From an optimization exercise on the open Yosys and OpenROAD flow, aimed at small area and a short achievable clock period; shortcuts taken in it are not production practice. Function was not checked in any run shown here: the RTL went through the layout flow alone.

==> flow/design.v <==
package multconst_pkg;
  localparam int MAX_W   = 64;
  localparam int VEC_MAX = 1024;
  function automatic integer res_width(input integer din, input integer cw, input integer sh);
    res_width = din + cw - sh;
  endfunction
  function automatic logic [MAX_W-1:0] lane_slice(input logic [VEC_MAX-1:0] vec,
                                                  input integer lane, input integer width);
    logic [VEC_MAX-1:0] shifted;
    logic [MAX_W-1:0]   mask;
    shifted = vec >> (lane * width);
    mask    = {MAX_W{1'b1}} >> (MAX_W - width);
    lane_slice = shifted[MAX_W-1:0] & mask;
  endfunction
  function automatic logic [VEC_MAX-1:0] lane_place(input logic [MAX_W-1:0] val,
                                                    input integer lane, input integer width);
    logic [MAX_W-1:0] mask;
    mask = {MAX_W{1'b1}} >> (MAX_W - width);
    lane_place = VEC_MAX'(val & mask) << (lane * width);
  endfunction
  function automatic logic [MAX_W-1:0] round_shift(input logic [MAX_W-1:0] p, input integer sh);
    if (sh == 0) round_shift = p;
    else         round_shift = (p + (MAX_W'(1) << (sh - 1))) >> sh;
  endfunction
endpackage
module multconst_mul (
  input  logic [15:0] a,
  input  logic [8:0]  one,
  input  logic [8:0]  two,
  input  logic [8:0]  neg,
  input  logic        top,
  input  logic [16:0] corr,
  output logic [33:0] p
);
  wire pp0_0 = ((one[0] & a[0]) | (two[0] & 1'b0)) ^ neg[0];
  wire pp0_1 = ((one[0] & a[1]) | (two[0] & a[0])) ^ neg[0];
  wire pp0_2 = ((one[0] & a[2]) | (two[0] & a[1])) ^ neg[0];
  wire pp0_3 = ((one[0] & a[3]) | (two[0] & a[2])) ^ neg[0];
  wire pp0_4 = ((one[0] & a[4]) | (two[0] & a[3])) ^ neg[0];
  wire pp0_5 = ((one[0] & a[5]) | (two[0] & a[4])) ^ neg[0];
  wire pp0_6 = ((one[0] & a[6]) | (two[0] & a[5])) ^ neg[0];
  wire pp0_7 = ((one[0] & a[7]) | (two[0] & a[6])) ^ neg[0];
  wire pp0_8 = ((one[0] & a[8]) | (two[0] & a[7])) ^ neg[0];
  wire pp0_9 = ((one[0] & a[9]) | (two[0] & a[8])) ^ neg[0];
  wire pp0_10 = ((one[0] & a[10]) | (two[0] & a[9])) ^ neg[0];
  wire pp0_11 = ((one[0] & a[11]) | (two[0] & a[10])) ^ neg[0];
  wire pp0_12 = ((one[0] & a[12]) | (two[0] & a[11])) ^ neg[0];
  wire pp0_13 = ((one[0] & a[13]) | (two[0] & a[12])) ^ neg[0];
  wire pp0_14 = ((one[0] & a[14]) | (two[0] & a[13])) ^ neg[0];
  wire pp0_15 = ((one[0] & a[15]) | (two[0] & a[14])) ^ neg[0];
  wire pp0_16 = ((one[0] & 1'b0) | (two[0] & a[15])) ^ neg[0];
  wire pp1_0 = ((one[1] & a[0]) | (two[1] & 1'b0)) ^ neg[1];
  wire pp1_1 = ((one[1] & a[1]) | (two[1] & a[0])) ^ neg[1];
  wire pp1_2 = ((one[1] & a[2]) | (two[1] & a[1])) ^ neg[1];
  wire pp1_3 = ((one[1] & a[3]) | (two[1] & a[2])) ^ neg[1];
  wire pp1_4 = ((one[1] & a[4]) | (two[1] & a[3])) ^ neg[1];
  wire pp1_5 = ((one[1] & a[5]) | (two[1] & a[4])) ^ neg[1];
  wire pp1_6 = ((one[1] & a[6]) | (two[1] & a[5])) ^ neg[1];
  wire pp1_7 = ((one[1] & a[7]) | (two[1] & a[6])) ^ neg[1];
  wire pp1_8 = ((one[1] & a[8]) | (two[1] & a[7])) ^ neg[1];
  wire pp1_9 = ((one[1] & a[9]) | (two[1] & a[8])) ^ neg[1];
  wire pp1_10 = ((one[1] & a[10]) | (two[1] & a[9])) ^ neg[1];
  wire pp1_11 = ((one[1] & a[11]) | (two[1] & a[10])) ^ neg[1];
  wire pp1_12 = ((one[1] & a[12]) | (two[1] & a[11])) ^ neg[1];
  wire pp1_13 = ((one[1] & a[13]) | (two[1] & a[12])) ^ neg[1];
  wire pp1_14 = ((one[1] & a[14]) | (two[1] & a[13])) ^ neg[1];
  wire pp1_15 = ((one[1] & a[15]) | (two[1] & a[14])) ^ neg[1];
  wire pp1_16 = ((one[1] & 1'b0) | (two[1] & a[15])) ^ neg[1];
  wire pp2_0 = ((one[2] & a[0]) | (two[2] & 1'b0)) ^ neg[2];
  wire pp2_1 = ((one[2] & a[1]) | (two[2] & a[0])) ^ neg[2];
  wire pp2_2 = ((one[2] & a[2]) | (two[2] & a[1])) ^ neg[2];
  wire pp2_3 = ((one[2] & a[3]) | (two[2] & a[2])) ^ neg[2];
  wire pp2_4 = ((one[2] & a[4]) | (two[2] & a[3])) ^ neg[2];
  wire pp2_5 = ((one[2] & a[5]) | (two[2] & a[4])) ^ neg[2];
  wire pp2_6 = ((one[2] & a[6]) | (two[2] & a[5])) ^ neg[2];
  wire pp2_7 = ((one[2] & a[7]) | (two[2] & a[6])) ^ neg[2];
  wire pp2_8 = ((one[2] & a[8]) | (two[2] & a[7])) ^ neg[2];
  wire pp2_9 = ((one[2] & a[9]) | (two[2] & a[8])) ^ neg[2];
  wire pp2_10 = ((one[2] & a[10]) | (two[2] & a[9])) ^ neg[2];
  wire pp2_11 = ((one[2] & a[11]) | (two[2] & a[10])) ^ neg[2];
  wire pp2_12 = ((one[2] & a[12]) | (two[2] & a[11])) ^ neg[2];
  wire pp2_13 = ((one[2] & a[13]) | (two[2] & a[12])) ^ neg[2];
  wire pp2_14 = ((one[2] & a[14]) | (two[2] & a[13])) ^ neg[2];
  wire pp2_15 = ((one[2] & a[15]) | (two[2] & a[14])) ^ neg[2];
  wire pp2_16 = ((one[2] & 1'b0) | (two[2] & a[15])) ^ neg[2];
  wire pp3_0 = ((one[3] & a[0]) | (two[3] & 1'b0)) ^ neg[3];
  wire pp3_1 = ((one[3] & a[1]) | (two[3] & a[0])) ^ neg[3];
  wire pp3_2 = ((one[3] & a[2]) | (two[3] & a[1])) ^ neg[3];
  wire pp3_3 = ((one[3] & a[3]) | (two[3] & a[2])) ^ neg[3];
  wire pp3_4 = ((one[3] & a[4]) | (two[3] & a[3])) ^ neg[3];
  wire pp3_5 = ((one[3] & a[5]) | (two[3] & a[4])) ^ neg[3];
  wire pp3_6 = ((one[3] & a[6]) | (two[3] & a[5])) ^ neg[3];
  wire pp3_7 = ((one[3] & a[7]) | (two[3] & a[6])) ^ neg[3];
  wire pp3_8 = ((one[3] & a[8]) | (two[3] & a[7])) ^ neg[3];
  wire pp3_9 = ((one[3] & a[9]) | (two[3] & a[8])) ^ neg[3];
  wire pp3_10 = ((one[3] & a[10]) | (two[3] & a[9])) ^ neg[3];
  wire pp3_11 = ((one[3] & a[11]) | (two[3] & a[10])) ^ neg[3];
  wire pp3_12 = ((one[3] & a[12]) | (two[3] & a[11])) ^ neg[3];
  wire pp3_13 = ((one[3] & a[13]) | (two[3] & a[12])) ^ neg[3];
  wire pp3_14 = ((one[3] & a[14]) | (two[3] & a[13])) ^ neg[3];
  wire pp3_15 = ((one[3] & a[15]) | (two[3] & a[14])) ^ neg[3];
  wire pp3_16 = ((one[3] & 1'b0) | (two[3] & a[15])) ^ neg[3];
  wire pp4_0 = ((one[4] & a[0]) | (two[4] & 1'b0)) ^ neg[4];
  wire pp4_1 = ((one[4] & a[1]) | (two[4] & a[0])) ^ neg[4];
  wire pp4_2 = ((one[4] & a[2]) | (two[4] & a[1])) ^ neg[4];
  wire pp4_3 = ((one[4] & a[3]) | (two[4] & a[2])) ^ neg[4];
  wire pp4_4 = ((one[4] & a[4]) | (two[4] & a[3])) ^ neg[4];
  wire pp4_5 = ((one[4] & a[5]) | (two[4] & a[4])) ^ neg[4];
  wire pp4_6 = ((one[4] & a[6]) | (two[4] & a[5])) ^ neg[4];
  wire pp4_7 = ((one[4] & a[7]) | (two[4] & a[6])) ^ neg[4];
  wire pp4_8 = ((one[4] & a[8]) | (two[4] & a[7])) ^ neg[4];
  wire pp4_9 = ((one[4] & a[9]) | (two[4] & a[8])) ^ neg[4];
  wire pp4_10 = ((one[4] & a[10]) | (two[4] & a[9])) ^ neg[4];
  wire pp4_11 = ((one[4] & a[11]) | (two[4] & a[10])) ^ neg[4];
  wire pp4_12 = ((one[4] & a[12]) | (two[4] & a[11])) ^ neg[4];
  wire pp4_13 = ((one[4] & a[13]) | (two[4] & a[12])) ^ neg[4];
  wire pp4_14 = ((one[4] & a[14]) | (two[4] & a[13])) ^ neg[4];
  wire pp4_15 = ((one[4] & a[15]) | (two[4] & a[14])) ^ neg[4];
  wire pp4_16 = ((one[4] & 1'b0) | (two[4] & a[15])) ^ neg[4];
  wire pp5_0 = ((one[5] & a[0]) | (two[5] & 1'b0)) ^ neg[5];
  wire pp5_1 = ((one[5] & a[1]) | (two[5] & a[0])) ^ neg[5];
  wire pp5_2 = ((one[5] & a[2]) | (two[5] & a[1])) ^ neg[5];
  wire pp5_3 = ((one[5] & a[3]) | (two[5] & a[2])) ^ neg[5];
  wire pp5_4 = ((one[5] & a[4]) | (two[5] & a[3])) ^ neg[5];
  wire pp5_5 = ((one[5] & a[5]) | (two[5] & a[4])) ^ neg[5];
  wire pp5_6 = ((one[5] & a[6]) | (two[5] & a[5])) ^ neg[5];
  wire pp5_7 = ((one[5] & a[7]) | (two[5] & a[6])) ^ neg[5];
  wire pp5_8 = ((one[5] & a[8]) | (two[5] & a[7])) ^ neg[5];
  wire pp5_9 = ((one[5] & a[9]) | (two[5] & a[8])) ^ neg[5];
  wire pp5_10 = ((one[5] & a[10]) | (two[5] & a[9])) ^ neg[5];
  wire pp5_11 = ((one[5] & a[11]) | (two[5] & a[10])) ^ neg[5];
  wire pp5_12 = ((one[5] & a[12]) | (two[5] & a[11])) ^ neg[5];
  wire pp5_13 = ((one[5] & a[13]) | (two[5] & a[12])) ^ neg[5];
  wire pp5_14 = ((one[5] & a[14]) | (two[5] & a[13])) ^ neg[5];
  wire pp5_15 = ((one[5] & a[15]) | (two[5] & a[14])) ^ neg[5];
  wire pp5_16 = ((one[5] & 1'b0) | (two[5] & a[15])) ^ neg[5];
  wire pp6_0 = ((one[6] & a[0]) | (two[6] & 1'b0)) ^ neg[6];
  wire pp6_1 = ((one[6] & a[1]) | (two[6] & a[0])) ^ neg[6];
  wire pp6_2 = ((one[6] & a[2]) | (two[6] & a[1])) ^ neg[6];
  wire pp6_3 = ((one[6] & a[3]) | (two[6] & a[2])) ^ neg[6];
  wire pp6_4 = ((one[6] & a[4]) | (two[6] & a[3])) ^ neg[6];
  wire pp6_5 = ((one[6] & a[5]) | (two[6] & a[4])) ^ neg[6];
  wire pp6_6 = ((one[6] & a[6]) | (two[6] & a[5])) ^ neg[6];
  wire pp6_7 = ((one[6] & a[7]) | (two[6] & a[6])) ^ neg[6];
  wire pp6_8 = ((one[6] & a[8]) | (two[6] & a[7])) ^ neg[6];
  wire pp6_9 = ((one[6] & a[9]) | (two[6] & a[8])) ^ neg[6];
  wire pp6_10 = ((one[6] & a[10]) | (two[6] & a[9])) ^ neg[6];
  wire pp6_11 = ((one[6] & a[11]) | (two[6] & a[10])) ^ neg[6];
  wire pp6_12 = ((one[6] & a[12]) | (two[6] & a[11])) ^ neg[6];
  wire pp6_13 = ((one[6] & a[13]) | (two[6] & a[12])) ^ neg[6];
  wire pp6_14 = ((one[6] & a[14]) | (two[6] & a[13])) ^ neg[6];
  wire pp6_15 = ((one[6] & a[15]) | (two[6] & a[14])) ^ neg[6];
  wire pp6_16 = ((one[6] & 1'b0) | (two[6] & a[15])) ^ neg[6];
  wire pp7_0 = ((one[7] & a[0]) | (two[7] & 1'b0)) ^ neg[7];
  wire pp7_1 = ((one[7] & a[1]) | (two[7] & a[0])) ^ neg[7];
  wire pp7_2 = ((one[7] & a[2]) | (two[7] & a[1])) ^ neg[7];
  wire pp7_3 = ((one[7] & a[3]) | (two[7] & a[2])) ^ neg[7];
  wire pp7_4 = ((one[7] & a[4]) | (two[7] & a[3])) ^ neg[7];
  wire pp7_5 = ((one[7] & a[5]) | (two[7] & a[4])) ^ neg[7];
  wire pp7_6 = ((one[7] & a[6]) | (two[7] & a[5])) ^ neg[7];
  wire pp7_7 = ((one[7] & a[7]) | (two[7] & a[6])) ^ neg[7];
  wire pp7_8 = ((one[7] & a[8]) | (two[7] & a[7])) ^ neg[7];
  wire pp7_9 = ((one[7] & a[9]) | (two[7] & a[8])) ^ neg[7];
  wire pp7_10 = ((one[7] & a[10]) | (two[7] & a[9])) ^ neg[7];
  wire pp7_11 = ((one[7] & a[11]) | (two[7] & a[10])) ^ neg[7];
  wire pp7_12 = ((one[7] & a[12]) | (two[7] & a[11])) ^ neg[7];
  wire pp7_13 = ((one[7] & a[13]) | (two[7] & a[12])) ^ neg[7];
  wire pp7_14 = ((one[7] & a[14]) | (two[7] & a[13])) ^ neg[7];
  wire pp7_15 = ((one[7] & a[15]) | (two[7] & a[14])) ^ neg[7];
  wire pp7_16 = ((one[7] & 1'b0) | (two[7] & a[15])) ^ neg[7];
  wire pp8_0 = ((one[8] & a[0]) | (two[8] & 1'b0)) ^ neg[8];
  wire pp8_1 = ((one[8] & a[1]) | (two[8] & a[0])) ^ neg[8];
  wire pp8_2 = ((one[8] & a[2]) | (two[8] & a[1])) ^ neg[8];
  wire pp8_3 = ((one[8] & a[3]) | (two[8] & a[2])) ^ neg[8];
  wire pp8_4 = ((one[8] & a[4]) | (two[8] & a[3])) ^ neg[8];
  wire pp8_5 = ((one[8] & a[5]) | (two[8] & a[4])) ^ neg[8];
  wire pp8_6 = ((one[8] & a[6]) | (two[8] & a[5])) ^ neg[8];
  wire pp8_7 = ((one[8] & a[7]) | (two[8] & a[6])) ^ neg[8];
  wire pp8_8 = ((one[8] & a[8]) | (two[8] & a[7])) ^ neg[8];
  wire pp8_9 = ((one[8] & a[9]) | (two[8] & a[8])) ^ neg[8];
  wire pp8_10 = ((one[8] & a[10]) | (two[8] & a[9])) ^ neg[8];
  wire pp8_11 = ((one[8] & a[11]) | (two[8] & a[10])) ^ neg[8];
  wire pp8_12 = ((one[8] & a[12]) | (two[8] & a[11])) ^ neg[8];
  wire pp8_13 = ((one[8] & a[13]) | (two[8] & a[12])) ^ neg[8];
  wire pp8_14 = ((one[8] & a[14]) | (two[8] & a[13])) ^ neg[8];
  wire pp8_15 = ((one[8] & a[15]) | (two[8] & a[14])) ^ neg[8];
  wire pp8_16 = ((one[8] & 1'b0) | (two[8] & a[15])) ^ neg[8];
  wire pp9_0 = top & a[0];
  wire pp9_1 = top & a[1];
  wire pp9_2 = top & a[2];
  wire pp9_3 = top & a[3];
  wire pp9_4 = top & a[4];
  wire pp9_5 = top & a[5];
  wire pp9_6 = top & a[6];
  wire pp9_7 = top & a[7];
  wire pp9_8 = top & a[8];
  wire pp9_9 = top & a[9];
  wire pp9_10 = top & a[10];
  wire pp9_11 = top & a[11];
  wire pp9_12 = top & a[12];
  wire pp9_13 = top & a[13];
  wire pp9_14 = top & a[14];
  wire pp9_15 = top & a[15];
  wire s0 = neg[1] ^ pp0_2;
  wire c0 = neg[1] & pp0_2;
  wire s1 = pp0_3 ^ pp1_1;
  wire c1 = pp0_3 & pp1_1;
  wire s2 = neg[2] ^ pp0_4 ^ pp1_2;
  wire c2 = (neg[2] & pp0_4) | (neg[2] & pp1_2) | (pp0_4 & pp1_2);
  wire s3 = pp2_0 ^ c1;
  wire c3 = pp2_0 & c1;
  wire s4 = pp0_5 ^ pp1_3 ^ pp2_1;
  wire c4 = (pp0_5 & pp1_3) | (pp0_5 & pp2_1) | (pp1_3 & pp2_1);
  wire s5 = c3 ^ c2;
  wire c5 = c3 & c2;
  wire s6 = neg[3] ^ pp0_6 ^ pp1_4;
  wire c6 = (neg[3] & pp0_6) | (neg[3] & pp1_4) | (pp0_6 & pp1_4);
  wire s7 = pp2_2 ^ pp3_0 ^ c4;
  wire c7 = (pp2_2 & pp3_0) | (pp2_2 & c4) | (pp3_0 & c4);
  wire s8 = s6 ^ c5;
  wire c8 = s6 & c5;
  wire s9 = pp0_7 ^ pp1_5 ^ pp2_3;
  wire c9 = (pp0_7 & pp1_5) | (pp0_7 & pp2_3) | (pp1_5 & pp2_3);
  wire s10 = pp3_1 ^ c6 ^ s9;
  wire c10 = (pp3_1 & c6) | (pp3_1 & s9) | (c6 & s9);
  wire s11 = c8 ^ c7;
  wire c11 = c8 & c7;
  wire s12 = neg[4] ^ pp0_8 ^ pp1_6;
  wire c12 = (neg[4] & pp0_8) | (neg[4] & pp1_6) | (pp0_8 & pp1_6);
  wire s13 = pp2_4 ^ pp3_2 ^ pp4_0;
  wire c13 = (pp2_4 & pp3_2) | (pp2_4 & pp4_0) | (pp3_2 & pp4_0);
  wire s14 = c9 ^ s12 ^ s13;
  wire c14 = (c9 & s12) | (c9 & s13) | (s12 & s13);
  wire s15 = c10 ^ s14;
  wire c15 = c10 & s14;
  wire s16 = pp0_9 ^ pp1_7 ^ pp2_5;
  wire c16 = (pp0_9 & pp1_7) | (pp0_9 & pp2_5) | (pp1_7 & pp2_5);
  wire s17 = pp3_3 ^ pp4_1 ^ c12;
  wire c17 = (pp3_3 & pp4_1) | (pp3_3 & c12) | (pp4_1 & c12);
  wire s18 = c13 ^ s16 ^ c14;
  wire c18 = (c13 & s16) | (c13 & c14) | (s16 & c14);
  wire s19 = s17 ^ c15;
  wire c19 = s17 & c15;
  wire s20 = neg[5] ^ pp0_10 ^ pp1_8;
  wire c20 = (neg[5] & pp0_10) | (neg[5] & pp1_8) | (pp0_10 & pp1_8);
  wire s21 = pp2_6 ^ pp3_4 ^ pp4_2;
  wire c21 = (pp2_6 & pp3_4) | (pp2_6 & pp4_2) | (pp3_4 & pp4_2);
  wire s22 = pp5_0 ^ c16 ^ s20;
  wire c22 = (pp5_0 & c16) | (pp5_0 & s20) | (c16 & s20);
  wire s23 = s21 ^ c17 ^ s22;
  wire c23 = (s21 & c17) | (s21 & s22) | (c17 & s22);
  wire s24 = c18 ^ c19;
  wire c24 = c18 & c19;
  wire s25 = pp0_11 ^ pp1_9 ^ pp2_7;
  wire c25 = (pp0_11 & pp1_9) | (pp0_11 & pp2_7) | (pp1_9 & pp2_7);
  wire s26 = pp3_5 ^ pp4_3 ^ pp5_1;
  wire c26 = (pp3_5 & pp4_3) | (pp3_5 & pp5_1) | (pp4_3 & pp5_1);
  wire s27 = c20 ^ c21 ^ s25;
  wire c27 = (c20 & c21) | (c20 & s25) | (c21 & s25);
  wire s28 = s26 ^ c22 ^ s27;
  wire c28 = (s26 & c22) | (s26 & s27) | (c22 & s27);
  wire s29 = c23 ^ s28;
  wire c29 = c23 & s28;
  wire s30 = neg[6] ^ pp0_12 ^ pp1_10;
  wire c30 = (neg[6] & pp0_12) | (neg[6] & pp1_10) | (pp0_12 & pp1_10);
  wire s31 = pp2_8 ^ pp3_6 ^ pp4_4;
  wire c31 = (pp2_8 & pp3_6) | (pp2_8 & pp4_4) | (pp3_6 & pp4_4);
  wire s32 = pp5_2 ^ pp6_0 ^ c25;
  wire c32 = (pp5_2 & pp6_0) | (pp5_2 & c25) | (pp6_0 & c25);
  wire s33 = c26 ^ s30 ^ s31;
  wire c33 = (c26 & s30) | (c26 & s31) | (s30 & s31);
  wire s34 = c27 ^ s32 ^ s33;
  wire c34 = (c27 & s32) | (c27 & s33) | (s32 & s33);
  wire s35 = c28 ^ s34;
  wire c35 = c28 & s34;
  wire s36 = pp0_13 ^ pp1_11 ^ pp2_9;
  wire c36 = (pp0_13 & pp1_11) | (pp0_13 & pp2_9) | (pp1_11 & pp2_9);
  wire s37 = pp3_7 ^ pp4_5 ^ pp5_3;
  wire c37 = (pp3_7 & pp4_5) | (pp3_7 & pp5_3) | (pp4_5 & pp5_3);
  wire s38 = pp6_1 ^ c30 ^ c31;
  wire c38 = (pp6_1 & c30) | (pp6_1 & c31) | (c30 & c31);
  wire s39 = s36 ^ s37 ^ c32;
  wire c39 = (s36 & s37) | (s36 & c32) | (s37 & c32);
  wire s40 = c33 ^ s38 ^ s39;
  wire c40 = (c33 & s38) | (c33 & s39) | (s38 & s39);
  wire s41 = c34 ^ c35;
  wire c41 = c34 & c35;
  wire s42 = neg[7] ^ pp0_14 ^ pp1_12;
  wire c42 = (neg[7] & pp0_14) | (neg[7] & pp1_12) | (pp0_14 & pp1_12);
  wire s43 = pp2_10 ^ pp3_8 ^ pp4_6;
  wire c43 = (pp2_10 & pp3_8) | (pp2_10 & pp4_6) | (pp3_8 & pp4_6);
  wire s44 = pp5_4 ^ pp6_2 ^ pp7_0;
  wire c44 = (pp5_4 & pp6_2) | (pp5_4 & pp7_0) | (pp6_2 & pp7_0);
  wire s45 = c36 ^ c37 ^ s42;
  wire c45 = (c36 & c37) | (c36 & s42) | (c37 & s42);
  wire s46 = s43 ^ s44 ^ c38;
  wire c46 = (s43 & s44) | (s43 & c38) | (s44 & c38);
  wire s47 = s45 ^ c39 ^ s46;
  wire c47 = (s45 & c39) | (s45 & s46) | (c39 & s46);
  wire s48 = c40 ^ s47;
  wire c48 = c40 & s47;
  wire s49 = pp0_15 ^ pp1_13 ^ pp2_11;
  wire c49 = (pp0_15 & pp1_13) | (pp0_15 & pp2_11) | (pp1_13 & pp2_11);
  wire s50 = pp3_9 ^ pp4_7 ^ pp5_5;
  wire c50 = (pp3_9 & pp4_7) | (pp3_9 & pp5_5) | (pp4_7 & pp5_5);
  wire s51 = pp6_3 ^ pp7_1 ^ c42;
  wire c51 = (pp6_3 & pp7_1) | (pp6_3 & c42) | (pp7_1 & c42);
  wire s52 = c43 ^ c44 ^ s49;
  wire c52 = (c43 & c44) | (c43 & s49) | (c44 & s49);
  wire s53 = s50 ^ c45 ^ s51;
  wire c53 = (s50 & c45) | (s50 & s51) | (c45 & s51);
  wire s54 = s52 ^ c46 ^ s53;
  wire c54 = (s52 & c46) | (s52 & s53) | (c46 & s53);
  wire s55 = c47 ^ s54;
  wire c55 = c47 & s54;
  wire s56 = neg[8] ^ pp0_16 ^ pp1_14;
  wire c56 = (neg[8] & pp0_16) | (neg[8] & pp1_14) | (pp0_16 & pp1_14);
  wire s57 = pp2_12 ^ pp3_10 ^ pp4_8;
  wire c57 = (pp2_12 & pp3_10) | (pp2_12 & pp4_8) | (pp3_10 & pp4_8);
  wire s58 = pp5_6 ^ pp6_4 ^ pp7_2;
  wire c58 = (pp5_6 & pp6_4) | (pp5_6 & pp7_2) | (pp6_4 & pp7_2);
  wire s59 = pp8_0 ^ c49 ^ c50;
  wire c59 = (pp8_0 & c49) | (pp8_0 & c50) | (c49 & c50);
  wire s60 = s56 ^ s57 ^ s58;
  wire c60 = (s56 & s57) | (s56 & s58) | (s57 & s58);
  wire s61 = c51 ^ c52 ^ s59;
  wire c61 = (c51 & c52) | (c51 & s59) | (c52 & s59);
  wire s62 = s60 ^ c53 ^ s61;
  wire c62 = (s60 & c53) | (s60 & s61) | (c53 & s61);
  wire s63 = c54 ^ s62;
  wire c63 = c54 & s62;
  wire s64 = corr[0] ^ pp1_15 ^ pp2_13;
  wire c64 = (corr[0] & pp1_15) | (corr[0] & pp2_13) | (pp1_15 & pp2_13);
  wire s65 = pp3_11 ^ pp4_9 ^ pp5_7;
  wire c65 = (pp3_11 & pp4_9) | (pp3_11 & pp5_7) | (pp4_9 & pp5_7);
  wire s66 = pp6_5 ^ pp7_3 ^ pp8_1;
  wire c66 = (pp6_5 & pp7_3) | (pp6_5 & pp8_1) | (pp7_3 & pp8_1);
  wire s67 = c56 ^ c57 ^ c58;
  wire c67 = (c56 & c57) | (c56 & c58) | (c57 & c58);
  wire s68 = s64 ^ s65 ^ s66;
  wire c68 = (s64 & s65) | (s64 & s66) | (s65 & s66);
  wire s69 = c59 ^ c60 ^ s67;
  wire c69 = (c59 & c60) | (c59 & s67) | (c60 & s67);
  wire s70 = s68 ^ c61 ^ s69;
  wire c70 = (s68 & c61) | (s68 & s69) | (c61 & s69);
  wire s71 = c62 ^ s70;
  wire c71 = c62 & s70;
  wire s72 = corr[1] ^ pp9_0 ^ pp1_16;
  wire c72 = (corr[1] & pp9_0) | (corr[1] & pp1_16) | (pp9_0 & pp1_16);
  wire s73 = pp2_14 ^ pp3_12 ^ pp4_10;
  wire c73 = (pp2_14 & pp3_12) | (pp2_14 & pp4_10) | (pp3_12 & pp4_10);
  wire s74 = pp5_8 ^ pp6_6 ^ pp7_4;
  wire c74 = (pp5_8 & pp6_6) | (pp5_8 & pp7_4) | (pp6_6 & pp7_4);
  wire s75 = pp8_2 ^ c64 ^ c65;
  wire c75 = (pp8_2 & c64) | (pp8_2 & c65) | (c64 & c65);
  wire s76 = c66 ^ s72 ^ s73;
  wire c76 = (c66 & s72) | (c66 & s73) | (s72 & s73);
  wire s77 = s74 ^ c67 ^ c68;
  wire c77 = (s74 & c67) | (s74 & c68) | (c67 & c68);
  wire s78 = s75 ^ s76 ^ c69;
  wire c78 = (s75 & s76) | (s75 & c69) | (s76 & c69);
  wire s79 = s77 ^ c70 ^ s78;
  wire c79 = (s77 & c70) | (s77 & s78) | (c70 & s78);
  wire s80 = corr[2] ^ pp9_1 ^ pp2_15;
  wire c80 = (corr[2] & pp9_1) | (corr[2] & pp2_15) | (pp9_1 & pp2_15);
  wire s81 = pp3_13 ^ pp4_11 ^ pp5_9;
  wire c81 = (pp3_13 & pp4_11) | (pp3_13 & pp5_9) | (pp4_11 & pp5_9);
  wire s82 = pp6_7 ^ pp7_5 ^ pp8_3;
  wire c82 = (pp6_7 & pp7_5) | (pp6_7 & pp8_3) | (pp7_5 & pp8_3);
  wire s83 = c72 ^ c73 ^ c74;
  wire c83 = (c72 & c73) | (c72 & c74) | (c73 & c74);
  wire s84 = s80 ^ s81 ^ s82;
  wire c84 = (s80 & s81) | (s80 & s82) | (s81 & s82);
  wire s85 = c75 ^ c76 ^ s83;
  wire c85 = (c75 & c76) | (c75 & s83) | (c76 & s83);
  wire s86 = s84 ^ c77 ^ s85;
  wire c86 = (s84 & c77) | (s84 & s85) | (c77 & s85);
  wire s87 = c78 ^ s86;
  wire c87 = c78 & s86;
  wire s88 = corr[3] ^ pp9_2 ^ pp2_16;
  wire c88 = (corr[3] & pp9_2) | (corr[3] & pp2_16) | (pp9_2 & pp2_16);
  wire s89 = pp3_14 ^ pp4_12 ^ pp5_10;
  wire c89 = (pp3_14 & pp4_12) | (pp3_14 & pp5_10) | (pp4_12 & pp5_10);
  wire s90 = pp6_8 ^ pp7_6 ^ pp8_4;
  wire c90 = (pp6_8 & pp7_6) | (pp6_8 & pp8_4) | (pp7_6 & pp8_4);
  wire s91 = c80 ^ c81 ^ c82;
  wire c91 = (c80 & c81) | (c80 & c82) | (c81 & c82);
  wire s92 = s88 ^ s89 ^ s90;
  wire c92 = (s88 & s89) | (s88 & s90) | (s89 & s90);
  wire s93 = c83 ^ c84 ^ s91;
  wire c93 = (c83 & c84) | (c83 & s91) | (c84 & s91);
  wire s94 = s92 ^ c85 ^ s93;
  wire c94 = (s92 & c85) | (s92 & s93) | (c85 & s93);
  wire s95 = c86 ^ s94;
  wire c95 = c86 & s94;
  wire s96 = corr[4] ^ pp9_3 ^ pp3_15;
  wire c96 = (corr[4] & pp9_3) | (corr[4] & pp3_15) | (pp9_3 & pp3_15);
  wire s97 = pp4_13 ^ pp5_11 ^ pp6_9;
  wire c97 = (pp4_13 & pp5_11) | (pp4_13 & pp6_9) | (pp5_11 & pp6_9);
  wire s98 = pp7_7 ^ pp8_5 ^ c88;
  wire c98 = (pp7_7 & pp8_5) | (pp7_7 & c88) | (pp8_5 & c88);
  wire s99 = c89 ^ c90 ^ s96;
  wire c99 = (c89 & c90) | (c89 & s96) | (c90 & s96);
  wire s100 = s97 ^ c91 ^ c92;
  wire c100 = (s97 & c91) | (s97 & c92) | (c91 & c92);
  wire s101 = s98 ^ s99 ^ c93;
  wire c101 = (s98 & s99) | (s98 & c93) | (s99 & c93);
  wire s102 = s100 ^ c94 ^ s101;
  wire c102 = (s100 & c94) | (s100 & s101) | (c94 & s101);
  wire s103 = corr[5] ^ pp9_4 ^ pp3_16;
  wire c103 = (corr[5] & pp9_4) | (corr[5] & pp3_16) | (pp9_4 & pp3_16);
  wire s104 = pp4_14 ^ pp5_12 ^ pp6_10;
  wire c104 = (pp4_14 & pp5_12) | (pp4_14 & pp6_10) | (pp5_12 & pp6_10);
  wire s105 = pp7_8 ^ pp8_6 ^ c96;
  wire c105 = (pp7_8 & pp8_6) | (pp7_8 & c96) | (pp8_6 & c96);
  wire s106 = c97 ^ s103 ^ s104;
  wire c106 = (c97 & s103) | (c97 & s104) | (s103 & s104);
  wire s107 = c98 ^ c99 ^ s105;
  wire c107 = (c98 & c99) | (c98 & s105) | (c99 & s105);
  wire s108 = s106 ^ c100 ^ s107;
  wire c108 = (s106 & c100) | (s106 & s107) | (c100 & s107);
  wire s109 = c101 ^ s108;
  wire c109 = c101 & s108;
  wire s110 = corr[6] ^ pp9_5 ^ pp4_15;
  wire c110 = (corr[6] & pp9_5) | (corr[6] & pp4_15) | (pp9_5 & pp4_15);
  wire s111 = pp5_13 ^ pp6_11 ^ pp7_9;
  wire c111 = (pp5_13 & pp6_11) | (pp5_13 & pp7_9) | (pp6_11 & pp7_9);
  wire s112 = pp8_7 ^ c103 ^ c104;
  wire c112 = (pp8_7 & c103) | (pp8_7 & c104) | (c103 & c104);
  wire s113 = s110 ^ s111 ^ c105;
  wire c113 = (s110 & s111) | (s110 & c105) | (s111 & c105);
  wire s114 = c106 ^ s112 ^ c107;
  wire c114 = (c106 & s112) | (c106 & c107) | (s112 & c107);
  wire s115 = s113 ^ c108 ^ s114;
  wire c115 = (s113 & c108) | (s113 & s114) | (c108 & s114);
  wire s116 = corr[7] ^ pp9_6 ^ pp4_16;
  wire c116 = (corr[7] & pp9_6) | (corr[7] & pp4_16) | (pp9_6 & pp4_16);
  wire s117 = pp5_14 ^ pp6_12 ^ pp7_10;
  wire c117 = (pp5_14 & pp6_12) | (pp5_14 & pp7_10) | (pp6_12 & pp7_10);
  wire s118 = pp8_8 ^ c110 ^ c111;
  wire c118 = (pp8_8 & c110) | (pp8_8 & c111) | (c110 & c111);
  wire s119 = s116 ^ s117 ^ c112;
  wire c119 = (s116 & s117) | (s116 & c112) | (s117 & c112);
  wire s120 = s118 ^ c113 ^ s119;
  wire c120 = (s118 & c113) | (s118 & s119) | (c113 & s119);
  wire s121 = c114 ^ s120;
  wire c121 = c114 & s120;
  wire s122 = corr[8] ^ pp9_7 ^ pp5_15;
  wire c122 = (corr[8] & pp9_7) | (corr[8] & pp5_15) | (pp9_7 & pp5_15);
  wire s123 = pp6_13 ^ pp7_11 ^ pp8_9;
  wire c123 = (pp6_13 & pp7_11) | (pp6_13 & pp8_9) | (pp7_11 & pp8_9);
  wire s124 = c116 ^ c117 ^ s122;
  wire c124 = (c116 & c117) | (c116 & s122) | (c117 & s122);
  wire s125 = s123 ^ c118 ^ s124;
  wire c125 = (s123 & c118) | (s123 & s124) | (c118 & s124);
  wire s126 = c119 ^ s125 ^ c120;
  wire c126 = (c119 & s125) | (c119 & c120) | (s125 & c120);
  wire s127 = corr[9] ^ pp9_8 ^ pp5_16;
  wire c127 = (corr[9] & pp9_8) | (corr[9] & pp5_16) | (pp9_8 & pp5_16);
  wire s128 = pp6_14 ^ pp7_12 ^ pp8_10;
  wire c128 = (pp6_14 & pp7_12) | (pp6_14 & pp8_10) | (pp7_12 & pp8_10);
  wire s129 = c122 ^ c123 ^ s127;
  wire c129 = (c122 & c123) | (c122 & s127) | (c123 & s127);
  wire s130 = s128 ^ c124 ^ s129;
  wire c130 = (s128 & c124) | (s128 & s129) | (c124 & s129);
  wire s131 = c125 ^ s130;
  wire c131 = c125 & s130;
  wire s132 = corr[10] ^ pp9_9 ^ pp6_15;
  wire c132 = (corr[10] & pp9_9) | (corr[10] & pp6_15) | (pp9_9 & pp6_15);
  wire s133 = pp7_13 ^ pp8_11 ^ c127;
  wire c133 = (pp7_13 & pp8_11) | (pp7_13 & c127) | (pp8_11 & c127);
  wire s134 = c128 ^ s132 ^ c129;
  wire c134 = (c128 & s132) | (c128 & c129) | (s132 & c129);
  wire s135 = s133 ^ c130 ^ s134;
  wire c135 = (s133 & c130) | (s133 & s134) | (c130 & s134);
  wire s136 = corr[11] ^ pp9_10 ^ pp6_16;
  wire c136 = (corr[11] & pp9_10) | (corr[11] & pp6_16) | (pp9_10 & pp6_16);
  wire s137 = pp7_14 ^ pp8_12 ^ c132;
  wire c137 = (pp7_14 & pp8_12) | (pp7_14 & c132) | (pp8_12 & c132);
  wire s138 = s136 ^ c133 ^ s137;
  wire c138 = (s136 & c133) | (s136 & s137) | (c133 & s137);
  wire s139 = c134 ^ s138;
  wire c139 = c134 & s138;
  wire s140 = corr[12] ^ pp9_11 ^ pp7_15;
  wire c140 = (corr[12] & pp9_11) | (corr[12] & pp7_15) | (pp9_11 & pp7_15);
  wire s141 = pp8_13 ^ c136 ^ s140;
  wire c141 = (pp8_13 & c136) | (pp8_13 & s140) | (c136 & s140);
  wire s142 = c137 ^ s141 ^ c138;
  wire c142 = (c137 & s141) | (c137 & c138) | (s141 & c138);
  wire s143 = corr[13] ^ pp9_12 ^ pp7_16;
  wire c143 = (corr[13] & pp9_12) | (corr[13] & pp7_16) | (pp9_12 & pp7_16);
  wire s144 = pp8_14 ^ c140 ^ s143;
  wire c144 = (pp8_14 & c140) | (pp8_14 & s143) | (c140 & s143);
  wire s145 = c141 ^ s144;
  wire c145 = c141 & s144;
  wire s146 = corr[14] ^ pp9_13 ^ pp8_15;
  wire c146 = (corr[14] & pp9_13) | (corr[14] & pp8_15) | (pp9_13 & pp8_15);
  wire s147 = c143 ^ s146 ^ c144;
  wire c147 = (c143 & s146) | (c143 & c144) | (s146 & c144);
  wire s148 = corr[15] ^ pp9_14 ^ pp8_16;
  wire c148 = (corr[15] & pp9_14) | (corr[15] & pp8_16) | (pp9_14 & pp8_16);
  wire s149 = c146 ^ s148;
  wire c149 = c146 & s148;
  wire s150 = corr[16] ^ pp9_15 ^ c148;
  wire [33:0] row0 = {c149, c147, c145, c142, c139, c135, c131, c126, c121, c115, c109, c102, c95, c87, c79, c71, c63, c55, c48, c41, s40, c29, c24, s23, s18, c11, s10, s7, s4, s2, c0, pp1_0, pp0_1, pp0_0};
  wire [33:0] row1 = {s150, s149, s147, s145, s142, s139, s135, s131, s126, s121, s115, s109, s102, s95, s87, s79, s71, s63, s55, s48, s41, s35, s29, s24, s19, s15, s11, s8, s5, s3, s1, s0, 1'b0, neg[0]};
  assign p = row0 + row1;
endmodule
module multconst_pipe #(
  parameter int DATA_IN_WIDTH = 16,
  parameter int CONST_WIDTH   = 18,
  parameter int CONST_DEFAULT = 78125,
  parameter int LANES         = 4,
  parameter int STAGES        = 2,
  parameter int SHIFT         = 0,
  localparam int RES_WIDTH    = DATA_IN_WIDTH + CONST_WIDTH - SHIFT
) (
  input  logic                           clk,
  input  logic                           reset_n,
  input  logic                           const_load,
  input  logic [CONST_WIDTH-1:0]         const_in,
  input  logic                           in_valid,
  output logic                           in_ready,
  input  logic [LANES*DATA_IN_WIDTH-1:0] op_a,
  output logic                           out_valid,
  input  logic                           out_ready,
  output logic [LANES*RES_WIDTH-1:0]     result,
  output logic                           busy
);
  localparam int ND = 9;    
  logic [CONST_WIDTH-1:0]         k;
  logic                           v0, v1;
  logic                           adv0, adv1;
  logic [LANES*DATA_IN_WIDTH-1:0] a0;
  logic [ND-1:0]                  one0, two0, neg0;
  logic                           top0;
  logic [16:0]                    corr0;
  logic [LANES*RES_WIDTH-1:0]     r1;
  logic [LANES*RES_WIDTH-1:0]     prod;
  assign adv1 = !v1 || out_ready;
  assign adv0 = !v0 || adv1;
  always_ff @(posedge clk or negedge reset_n) begin
    if (!reset_n)        k <= CONST_WIDTH'(CONST_DEFAULT);
    else if (const_load) k <= const_in;
  end
  always_ff @(posedge clk or negedge reset_n) begin
    if (!reset_n) begin
      v0 <= 1'b0;
      v1 <= 1'b0;
    end else begin
      if (adv0) v0 <= in_valid;
      if (adv1) v1 <= v0;
    end
  end
  logic [ND-1:0] one_k, two_k, neg_k;
  logic [16:0]   nsum;
  always_comb begin
    logic [CONST_WIDTH+1:0] kx;
    kx = {2'b00, k};
    nsum = '0;
    for (int j = 0; j < ND; j++) begin
      logic b2, b1, b0;
      b2 = kx[2*j+1];
      b1 = kx[2*j];
      b0 = (j == 0) ? 1'b0 : kx[2*j-1];
      one_k[j] = b1 ^ b0;
      two_k[j] = (b2 & !b1 & !b0) | (!b2 & b1 & b0);
      neg_k[j] = b2 & !(b1 & b0);
      nsum[2*j] = neg_k[j];
    end
  end
  always_ff @(posedge clk) begin
    if (adv0 && in_valid) begin
      a0    <= op_a;
      one0  <= one_k;
      two0  <= two_k;
      neg0  <= neg_k;
      top0  <= k[CONST_WIDTH-1];
      corr0 <= -nsum;
    end
  end
  for (genvar i = 0; i < LANES; i++) begin : g_lane
    multconst_mul u_mul (
      .a    (a0[i*DATA_IN_WIDTH +: DATA_IN_WIDTH]),
      .one  (one0),
      .two  (two0),
      .neg  (neg0),
      .top  (top0),
      .corr (corr0),
      .p    (prod[i*RES_WIDTH +: RES_WIDTH])
    );
  end
  always_ff @(posedge clk or negedge reset_n) begin
    if (!reset_n)         r1 <= '0;
    else if (adv1 && v0)  r1 <= prod;
  end
  assign in_ready  = reset_n && adv0;
  assign out_valid = v1;
  assign result    = r1;
  assign busy      = v0 || v1;
endmodule
==> flow/run.sh <==
#!/bin/bash
# synth_recipe.tcl (not shown) runs the flow's synth.tcl, then flattens the netlist and writes it again
# the make line also repeats each setting of config.mk as NAME=value (left out here)
make -C /OpenROAD-flow-scripts/flow DESIGN_CONFIG=/design/flow/config.mk WORK_HOME=/design/flow/orfs CLKGATE_MAP_FILE= SYNTH_SCRIPT=/design/flow/synth_recipe.tcl finish
==> flow/config.mk <==
export PLATFORM = sky130hd
export DESIGN_NAME = multconst_pipe
export DESIGN_NICKNAME = multconst_pipe
export VERILOG_FILES = /design/flow/design.v
export SDC_FILE = /design/flow/constraint.sdc
export NUM_CORES = 4
export LEC_CHECK = 0
export CAP_MARGIN = 20
export CORE_MARGIN = 2
export CORE_UTILIZATION = 45
export SLEW_MARGIN = 20
==> flow/constraint.sdc <==
create_clock -name core_clock -period 7.0 [get_ports {clk}]
set_input_delay 1.4000 -clock core_clock [delete_from_list [all_inputs] [get_ports {clk}]]
set_output_delay 1.4000 -clock core_clock [all_outputs]
set_load 0.01 [all_outputs]
==> impl_results.md, run 1 <==
* Final instance area at 45500 µm²
* Clock sink count at roughly 260
* Period Utilization, post-route at 0.904
* DRT Wirelength at 132000 µm
* Global-route layer with the greatest usage: met2
* CTS root buf: clkbuf_16
* Drc violations at 0
* CTS tree: done
* RSZ-0062 raised after global routing: no
* Yosys reg bits at 263
* Vias in the first global route at 33881
* Max Root-Sink Buffers at 3
* Starting Density at 0.452
* Final Max Slew Viols at 0
* Placed Cells at 5507
* Setup bufs post-CTS at 0
* Die Ht at 304 µm
* Commonest cells post-synth: inv_1 (543), a22oi_1 (536), fa_1 (504)
* Worst-path clk slew at 0.06 ns
* Critical Path Start: two0[1]
* Worst Skew at 0.0466 ns
* # Max-Cap Violations at 0
* FF+latch area at 7130 µm²
* Initial antenna violation count at 2
* WP data required at 7.44 ns
* Area of the multi-input gates at 29900 µm²
* Syn avg cell area at 9.36 µm²
* Worst Setup Start Kind: flop
* Final critical-path required period at ~6.3 ns
* Area leader, netlist: fa_1
* Area grow syn2layout at 12.2%
* Filler Cell Count at between 8000 and 9000
* DR vias at 32520
* DRT iter0 DRCs at 3305
* Cell Count, Final, Fillers Out at 5576
* Register area share after synthesis at 0.176
* First-pass GRT wire length at a little over 200000 µm
* Syn Nets at 5163
* Detailed Place HPWL at approximately 94000 µm
* Inserted Clock Buffers at 37
* Highest Clock Rate at 158 MHz
* Status: no timing/DRC/antenna violations
* CP max stage cell: buf_4
* HP Class: reg -> reg
* Final Setup Violations at 0
* GRT met1 Usage at 0.387
* Ys async rst share at 0.593
* Site Rows at 110
* Worst r2r src: two0[1]
* TritonRoute pass-1 iters at 6
* Max-slew headroom at 0.366
* Cell area after synthesis at 40600 µm²
* Top-area cell type share of the netlist area at 0.249
* Top cell family by delay on the critical path: adder cells
* Antenna-violating nets left at 0
* DIE AREA at 92600 µm²
* Worst path most repeated cell: fa_1
* Share of cells above drive strength 1 at 0.0655
* CP max stage delay at 0.62 ns
* Worst hold path startpoint: r1[86]
* Most numerous cell in the Yosys netlist: inv_1
* CP Capture Type: flop
* Worst Path Buf+Inv at 4
* Die X-Extent at approximately 300 µm
* Worst Path Arrival at 6.77 ns
* Via-to-Cell Ratio at ~5.8
* Core area at 89700 µm²
* Maximum fanout along the worst path at 50
* Remaining Overflow, GRT at 0
* GR Util met2 at 0.438
* Fin Setup TNS at 0 ns
* Largest net degree at the start of global routing at 154
* Number of synthesized flops with an enable pin at 107
* Synth Flop Type: dfrtp_1
* Distinct cells, synth at 90
* Post-DP Area at 44200 µm²
* Hold Buf Count CTS at 0
* IO Count at ~230
* WL/cell at 23.6 µm
* Final Hold Vio Count at 0
* Worst-path cell chain: buf_4 -> a22oi_1 -> xor2_1 -> fa_1 -> fa_1 -> inv_1 -> fa_1 -> inv_1 -> fa_1 -> inv_1 -> ha_1 -> ha_1 -> and2_0 -> a21bo_2 -> a211oi_1 -> a21oi_1 -> a21oi_1 -> o21ai_1 -> a31oi_1 -> or3_1 -> o2111ai_1
* Post-Synthesis Cells at 4336
* Nets at 5198
* Yosys Warn Count at 1
* Top area cells in the synthesized netlist: fa_1 (25%), xnor2_1 (10%), a22oi_1 (9.9%), dfrtp_1 (9.1%), edfxtp_1 (7.9%)
* Diode count at 0
* Worst skew pair latency at between 0.6 and 0.7 ns
* Tightest Pin Transition at about 0.95 ns
* Number of I/O port buffers at between 200 and 250
* CTS resizes at 0
* GRT Total Usage at 0.287
* H-tree lvl count at 2
* Final RePlAce weighted congestion at between 0.9 and 1
* CP Class: reg -> reg
* Met3 Use GR at 0.0767
worst min-delay path: cells and delay by family, from the launching register on:
kind             cells  cell delay, ns
flip-flops           1            0.34
AO/OA/AOI/OAI        1            0.06
AND/OR/NAND/NOR      1            0.04
flip-flops by register name, indices dropped and copies added (netlist names):
| signal | count |
|---|---|
| a0 | 64 |
| corr0 | 16 |
| k | 18 |
| neg0 | 8 |
| one0 | 9 |
| r1 | 136 |
| top0 | 1 |
| two0 | 9 |
| v0 | 1 |
| v1 | 1 |
worst paths after layout:
path,to,slack [ns],cells past startpoint
worst min-delay path,r1[86],0.47,2
worst max register to register,r1[66],0.67,21
max in group asynchronous,r1[62],4.98,2
min in group asynchronous,r1[11],0.74,1
worst max-delay path,r1[66],0.67,21
worst min register to register,r1[86],0.47,2
cells by family after synthesis:
logic type | after synthesis | synth area share
AOI/OAI and AO/OA | 1056 | 0.183
buffers and inverters | 927 | 0.0868
xor gates and xnor gates | 747 | 0.161
adders and majority gates | 740 | 0.321
and+or+nand+nor | 579 | 0.0654
DFF | 263 | 0.176
muxes | 24 | 0.00657
per-layer routing:
| metal | wire length, µm | vias to the layer above |
|---|---|---|
| met4 | 5410 | 2 |
| met3 | 13700 | 324 |
| met5 | 12 | - |
| met2 | 58100 | 1619 |
| met1 | 54400 | 16051 |
| li1 | - | 14524 |
through the flow:
stage | hold WS (ns) | worst slack (ns) | util
global placement | 0.460 | 0.757 | 0.492
floorplan | 0.471 | 0.642 | -
global route | 0.500 | 0.384 | 0.507
CTS | 0.477 | 0.721 | 0.507
detailed placement | 0.464 | 0.783 | 0.492
finish | 0.474 | 0.673 | 0.507
area by class of cell:
| class | instances | area share |
|---|---|---|
| Timing Repair Buffer | 378 | 0.0799 |
| Clock buffer | 51 | 0.0233 |
| Clock inverter | 17 | 0.00550 |
| Tap cell | 1176 | 0.0323 |
| Multi-Input combinational cell | 3146 | 0.658 |
| Sequential cell | 263 | 0.157 |
| Inverter | 545 | 0.0449 |
cell usage in the layout, fill, tap and decap left out, types with 33 or more instances in the layout:
master / count
clkbuf_16: 38
clkdlybuf4s50_1: 224
edfxtp_1: 107
o21ai_0: 151
xor2_1: 282
ha_1: 236
inv_1: 542
o21ai_1: 33
a21oi_1: 121
a22oi_1: 536
a21o_1: 51
buf_4: 135
dfrtp_1: 148
nor2_1: 57
and2_1: 37
xnor2_1: 464
nand2_1: 332
fa_1: 504
==> run 2, diff against run 1 <==
--- a/flow/config.mk
+++ b/flow/config.mk
@@ -7,2 +7,3 @@
 export LEC_CHECK = 0
+export ABC_CLOCK_PERIOD_IN_PS = 3000
 export CAP_MARGIN = 20
==> impl_results.md, run 2 <==
* HP Class: reg -> reg
* Syn avg cell area at 9.36 µm² (unchanged)
* Hold Buf Count CTS at 0 (unchanged)
* Nets at 5198 (unchanged)
* CTS root buf: clkbuf_16
* Top-area cell type share of the netlist area at 0.249 (unchanged)
* Post-synthesis compound-gate area fraction at 0.183 (unchanged)
* Tightest Pin Transition at 0.952 ns (unchanged)
* Worst Setup Start Kind: flop
* # Max-Cap Violations at 0 (unchanged)
* Worst Skew at 0.0466 ns (unchanged)
* Ys async rst share at 0.593 (unchanged)
* Remaining Overflow, GRT at 0 (unchanged)
* Clock sink count at 263 (unchanged)
* TritonRoute pass-1 iters at 6 (unchanged)
* H-tree lvl count at 2 (unchanged)
* Antenna-violating nets left at 0 (unchanged)
* Yosys Warn Count at 1 (unchanged)
* WP data required at 7.44 ns (about the same)
* Status: no timing/DRC/antenna violations
* Post-Synthesis Cells at 4336 (unchanged)
* Max Root-Sink Buffers at 3 (unchanged)
* Inserted Clock Buffers at 37 (unchanged)
* DRT iter0 DRCs at 3305 (unchanged)
* Vias in the first global route at 33881 (unchanged)
* DR vias at 32520 (unchanged)
* R2r endpoint: r1[66]
* Max-slew headroom at 0.366 (unchanged)
* Top area cells in the synthesized netlist: fa_1 (25%), xnor2_1 (10%), a22oi_1 (9.9%), dfrtp_1 (9.1%), edfxtp_1 (7.9%)
* Detailed Place HPWL at 94300 µm (unchanged)
* Fin Setup TNS at 0 ns (unchanged)
* Distinct cells, synth at 90 (unchanged)
* Number of I/O port buffers at 225 (unchanged)
* CP Capture Type: flop
* Reg2reg path depth at 21 (unchanged)
* Final Hold Vio Count at 0 (unchanged)
* Max FFs per register at 136 (unchanged)
* GRT Total Usage at 0.287 (unchanged)
* Final critical-path required period at 6.33 ns (unchanged)
* Initial antenna violation count at 2 (unchanged)
* RSZ-0062 raised after global routing: no
* Highest Clock Rate at 158 MHz (unchanged)
* Yosys reg bits at 263 (unchanged)
* Site Rows at 110 (unchanged)
* Maximum fanout along the worst path at 50 (unchanged)
* CP Class: reg -> reg
* Worst skew pair latency at 0.63 ns (about the same)
* Worst Path Arrival at 6.77 ns (about the same)
* DRT Wirelength at 132000 µm (unchanged)
* Register area share after synthesis at 0.176 (unchanged)
* DIE AREA at 92600 µm² (unchanged)
* Simple-gate area share of the yosys netlist at 0.0654 (unchanged)
* Period Utilization, post-route at 0.904 (unchanged)
* R2R setup slack at 0.67 ns (about the same)
* Share of cells above drive strength 1 at 0.0655 (unchanged)
* Commonest cells post-synth: inv_1 (543), a22oi_1 (536), fa_1 (504)
* Most numerous cell in the Yosys netlist: inv_1
* IO Count at 226 (unchanged)
* Final RePlAce weighted congestion at 0.931 (unchanged)
* Post-synthesis mux area share at 0.00657 (unchanged)
* Setup bufs post-CTS at 0 (unchanged)
* Drc violations at 0 (unchanged)
* Commonest non-fill, non-tap cell in the layout: inv_1
* Die Ht at 304 µm (unchanged)
* Number of synthesized flops with an enable pin at 107 (unchanged)
* CTS tree: done
* Starting Density at 0.452 (unchanged)
* Syn Nets at 5163 (unchanged)
* Area share of xor/xnor cells in the synthesized design at 0.161 (unchanged)
* Largest family of logic cells by synthesized area: adder cells
* Synth Flop Type: dfrtp_1
* Final core utilization at 0.507 (unchanged)
* Most flops, register: r1
* Worst-path clk slew at 0.06 ns (about the same)
* First-pass GRT wire length at 206000 µm (unchanged)
* Leading cell types in the layout, fill and taps excluded: inv_1 (542), a22oi_1 (536), fa_1 (504)
* Diode count at 0 (unchanged)
* Critical Path Start: two0[1]
* Final Setup Violations at 0 (unchanged)
* Final Max Slew Viols at 0 (unchanged)
* Top flop regs: r1: 136 flops, a0: 64 flops, k: 18 flops
* Adder-cell share of the synthesized area at 0.321 (unchanged)
* Largest net degree at the start of global routing at 154 (unchanged)
* WL/cell at 23.6 µm (unchanged)
* CTS resizes at 0 (unchanged)
* Cell area after synthesis at 40600 µm² (unchanged)
* Die X-Extent at 304 µm (unchanged)
* Core area at 89700 µm² (unchanged)
* Worst Setup EP: r1[66]
* Hold Path Depth at 2 (unchanged)
* Area leader, netlist: fa_1
* Worst r2r src: two0[1]
* Area grow syn2layout at 12.2% (unchanged)
* Via-to-Cell Ratio at 5.83 (unchanged)
==> run 2: logic make-up (layout without fill, tap and decap cells) <==
group / count (synthesis) / after routing
AND/OR/NAND/NOR: 579 / 579
buffers and inverters: 927 / 991
multiplexers: 24 / 24
XOR/XNOR: 747 / 747
adder cells (fa/ha/maj): 740 / 740
AO/OA/AOI/OAI: 1056 / 1056
flip-flops: 263 / 263
==> run 2: metrics by stage <==
step                instances  cell area, µm²  hold WS (ns)  setup slack, ns
detailed placement       5507           44200         0.464            0.783
CTS                      5575           45500         0.477            0.721
global placement         5507           44200         0.460            0.757
floorplan                4336           40600         0.471            0.642
global route             5576           45500         0.500            0.384
finish                   5576           45500         0.474            0.673
==> run 2: layout make-up <==
class / count / area, µm²
multi-input cells: 3146 / 29900
inverters: 545 / 2050
well taps: 1176 / 1470
clock buffers: 51 / 1060
clock inverters: 17 / 250
repair buffers: 378 / 3640
fillers: 8441 / 44200
flip-flops and latches: 263 / 7130
==> run 2: worst min-delay path by stage <==
stage,start,endpoint
after floorplan,k[17],top0
after global placement,r1[109],r1[109]
after detailed placement,r1[9],r1[9]
after CTS,r1[9],r1[9]
after global routing,r1[9],r1[9]
final,r1[86],r1[86]
==> run 2: critical path, cell delays in order, from the launching register on <==
cell       delay, ns
edfxtp_1        0.37
buf_4           0.62
a22oi_1         0.17
xor2_1          0.19
fa_1            0.45
fa_1            0.55
inv_1           0.06
fa_1            0.53
inv_1           0.06
fa_1            0.54
inv_1           0.05
ha_1            0.29
ha_1            0.35
and2_0          0.26
a21bo_2         0.26
a211oi_1        0.34
a21oi_1         0.15
a21oi_1         0.29
o21ai_1         0.14
a31oi_1         0.22
or3_1           0.14
o2111ai_1       0.10
==> run 2: metal layers <==
metal,global-route usage,part of all wire,vias to the layer above
li1,-,-,14524
met1,0.387,0.41,16051
met2,0.438,0.44,1619
met3,0.0767,0.10,324
met4,0.113,0.041,2
met5,0,0.000091,-
==> run 3, diff against run 2 <==
--- a/flow/config.mk
+++ b/flow/config.mk
@@ -11,2 +11,3 @@
 export CORE_UTILIZATION = 45
+export SETUP_SLACK_MARGIN = 2.8
 export SLEW_MARGIN = 20
==> impl_results.md, run 3 <==
* Period Utilization, post-route at 0.789 (-0.114)
* Worst skew pair latency at 0.64 ns (about the same)
* Hold Buf Count CTS at 0 (unchanged)
* DRT iter0 DRCs at 3751 (+13%)
* H-tree lvl count at 2 (unchanged)
* DR vias at 35877 (+10%)
* CP max stage cell: fa_1
* RSZ-0062 raised after global routing: yes
* First-pass GRT wire length at 224000 µm (+9.1%)
* # Max-Cap Violations at 0 (unchanged)
* Commonest non-fill, non-tap cell in the layout: inv_1
* Die Ht at 304 µm (unchanged)
* Top area cells in the synthesized netlist: fa_1 (25%), xnor2_1 (10%), a22oi_1 (9.9%), dfrtp_1 (9.1%), edfxtp_1 (7.9%)
* Final Setup Violations at 0 (unchanged)
* WL/cell at 24.8 µm (+5.2%)
* Top flop regs: r1: 136 flops, a0: 64 flops, k: 18 flops
* Final worst slack at 1.47 ns (+0.801 ns)
* Distinct cells, synth at 90 (unchanged)
* Synth Flop Type: dfrtp_1
* Nets at 5690 (+9.5%)
* CP Class: reg -> reg
* CTS root buf: clkbuf_16
* Status: no timing/DRC/antenna violations
* Yosys reg bits at 263 (unchanged)
* Site Rows at 110 (unchanged)
* Starting Density at 0.452 (unchanged)
* Max Root-Sink Buffers at 3 (unchanged)
* Final Hold Vio Count at 0 (unchanged)
* IO Count at 226 (unchanged)
* TritonRoute pass-1 iters at 6 (unchanged)
* Inserted Clock Buffers at 35 (-5.4%)
* Most flops, register: r1
* Worst-path cell chain: buf_6 -> clkbuf_16 -> a22oi_2 -> xnor2_2 -> fa_1 -> inv_2 -> fa_2 -> fa_2 -> fa_1 -> inv_2 -> fa_1 -> inv_2 -> ha_4 -> nand4_1 -> buf_4 -> buf_6 -> nor4_2 -> a31oi_2 -> o31ai_4 -> or3_1 -> a31oi_1 -> xor2_1 -> o21ai_1
* CP Capture Type: flop
* Max-slew headroom at 0.427 (+0.0615)
* R2R setup slack at 1.47 ns (+0.80 ns)
* Ys async rst share at 0.593 (unchanged)
* Largest net degree at the start of global routing at 154 (unchanged)
* Final core utilization at 0.618 (+0.111)
* Antenna-violating nets left at 0 (unchanged)
* Syn avg cell area at 9.36 µm² (unchanged)
* Area leader, netlist: fa_1
* Max FFs per register at 136 (unchanged)
* Maximum fanout along the worst path at 3 (-94%)
* Clock sink count at 263 (unchanged)
* Share of cells above drive strength 1 at 0.307 (+0.242)
* Top-area cell type share of the netlist area at 0.249 (unchanged)
* Yosys Warn Count at 1 (unchanged)
* Final RePlAce weighted congestion at 0.915 (-1.7%)
* Core area at 89700 µm² (unchanged)
* CP max stage delay at 0.57 ns (-0.05 ns)
* Remaining Overflow, GRT at 0 (unchanged)
* CTS tree: done
* Highest Clock Rate at 181 MHz (+15%)
* GRT Total Usage at 0.315 (+0.0288)
* Number of I/O port buffers at 225 (unchanged)
* Drc violations at 0 (unchanged)
* Worst Path Buf+Inv at 7 (+3)
* Leading cell types in the layout, fill and taps excluded: inv_1 (474), buf_4 (424), xnor2_1 (396), fa_1 (396), a22oi_1 (373)
* Initial antenna violation count at 1 (-1)
* Via-to-Cell Ratio at 5.91 (+1.4%)
* Area grow syn2layout at 36.7%
* Commonest cells post-synth: inv_1 (543), a22oi_1 (536), fa_1 (504)
* Worst Setup Start Kind: flop
* Worst Path Arrival at 6.03 ns (-0.74 ns)
* DIE AREA at 92600 µm² (unchanged)
* Worst-path clk slew at 0.06 ns (about the same)
* Die X-Extent at 304 µm (unchanged)
* Tightest Pin Transition at 0.850 ns (-0.101 ns)
* Vias in the first global route at 36353 (+7.3%)
* Detailed Place HPWL at 94700 µm (+0.47%)
* Final Max Slew Viols at 0 (unchanged)
* Number of synthesized flops with an enable pin at 107 (unchanged)
* Register area share after synthesis at 0.176 (unchanged)
* Diode count at 0 (unchanged)
* Most numerous cell in the Yosys netlist: inv_1
* Syn Nets at 5163 (unchanged)
* Cell area after synthesis at 40600 µm² (unchanged)
* Final critical-path required period at 5.53 ns (-0.801 ns)
* WP data required at 7.51 ns (+0.07 ns)
* DRT Wirelength at 151000 µm (+14%)
* Top cell family by delay on the critical path: adder cells
* Post-Synthesis Cells at 4336 (unchanged)
* Place WS at 0.699 ns (-0.0840 ns)
* HP Class: reg -> reg
* Fin Setup TNS at 0 ns (unchanged)
* Worst Skew at 0.0465 ns (-0.0000629 ns)
[run 3: cell counts after synthesis]
Identical to the previous run, type by type.
[run 3: path summary, 6_finish.rpt]
| check | from | end | cells after the start |
|---|---|---|---|
| max in group asynchronous | reset_n | r1[84] | 2 |
| worst min-delay path | r1[106] | r1[106] | 2 |
| min in group asynchronous | reset_n | r1[21] | 1 |
| worst min register to register | r1[106] | r1[106] | 2 |
| worst max-delay path | one0[7] | r1[60] | 23 |
| worst max register to register | one0[7] | r1[60] | 23 |
[run 3: cell families after synthesis]
family                   count (synthesis)  synth area share
flip-flops                             263             0.176
buffers and inverters                  927            0.0868
multiplexers                            24           0.00657
adder cells (fa/ha/maj)                740             0.321
AND/OR/NAND/NOR                        579            0.0654
XOR/XNOR                               747             0.161
AO/OA/AOI/OAI                         1056             0.183
[run 3: metal layers]
metal	global-route usage	wire length (µm)	vias up
li1	-	-	15515
met4	0.139	7380	4
met5	0	106	-
met2	0.478	66300	2148
met1	0.419	59700	17716
met3	0.0919	17200	494
[run 3: worst min-delay path, cell delays in order (launching register included)]
cell and delay [ns]:
dfrtp_1 0.34, nand2_1 0.05, nand2_1 0.05
[run 3: metrics by stage]
step / hold WS [ns] / cell area, µm² / std cells
4_1_cts: 0.471 / 53200 / 5964
3_3_place_gp: 0.453 / 45600 / 5525
5_1_grt: 0.497 / 55500 / 6066
2_1_floorplan: 0.471 / 42300 / 4336
3_5_place_dp: 0.458 / 45600 / 5525
6_report: 0.468 / 55500 / 6066
[run 3: cell type report]
| cell class | instances | area [µm²] |
|---|---|---|
| multi-input combinational | 3146 | 34500 |
| fill | 7288 | 34300 |
| timing repair buffer | 871 | 9120 |
| sequential | 263 | 7130 |
| inverter | 545 | 2080 |
| tap | 1176 | 1470 |
| clock buffer | 44 | 961 |
| clock inverter | 20 | 189 |
| timing repair inverter | 1 | 8.76 |
[run 3: timing repair]
item,4_1_cts,5_1_grt
buffers inserted,349,100
pin swaps,295,235
cloned,26,2
gates resized for setup,566,329
setup endpoints to repair,98,100

[afterwards: timing with drivers on the ports]
No port has a modelled driver above. Below, the same layouts with a new extraction and two added sets of constraints.
Step 1 assumes that a clkbuf_16 drives the clock port and a buf_2 every other input.
Step 2 times the ports against the registers' clock, not the clock port: input delays grow and output delays shrink by t, the midpoint of the rising clock arrivals with the driver on.
Slacks: ideal / step 1 / step 2; pairs: ideal / step 1.
| run | t (ns) | slack for setup (ns) | worst hold slack (ns) |
|---|---|---|---|
| run 1 | 0.677 | 0.673 / 0.673 / 0.673 | 0.474 / 0.474 / 0.474 |
| run 2 | 0.677 | 0.673 / 0.673 / 0.673 | 0.474 / 0.474 / 0.474 |
| run 3 | 0.685 | 1.474 / 1.474 / 1.474 | 0.468 / 0.468 / 0.468 |
After both steps every run listed still meets setup and hold.
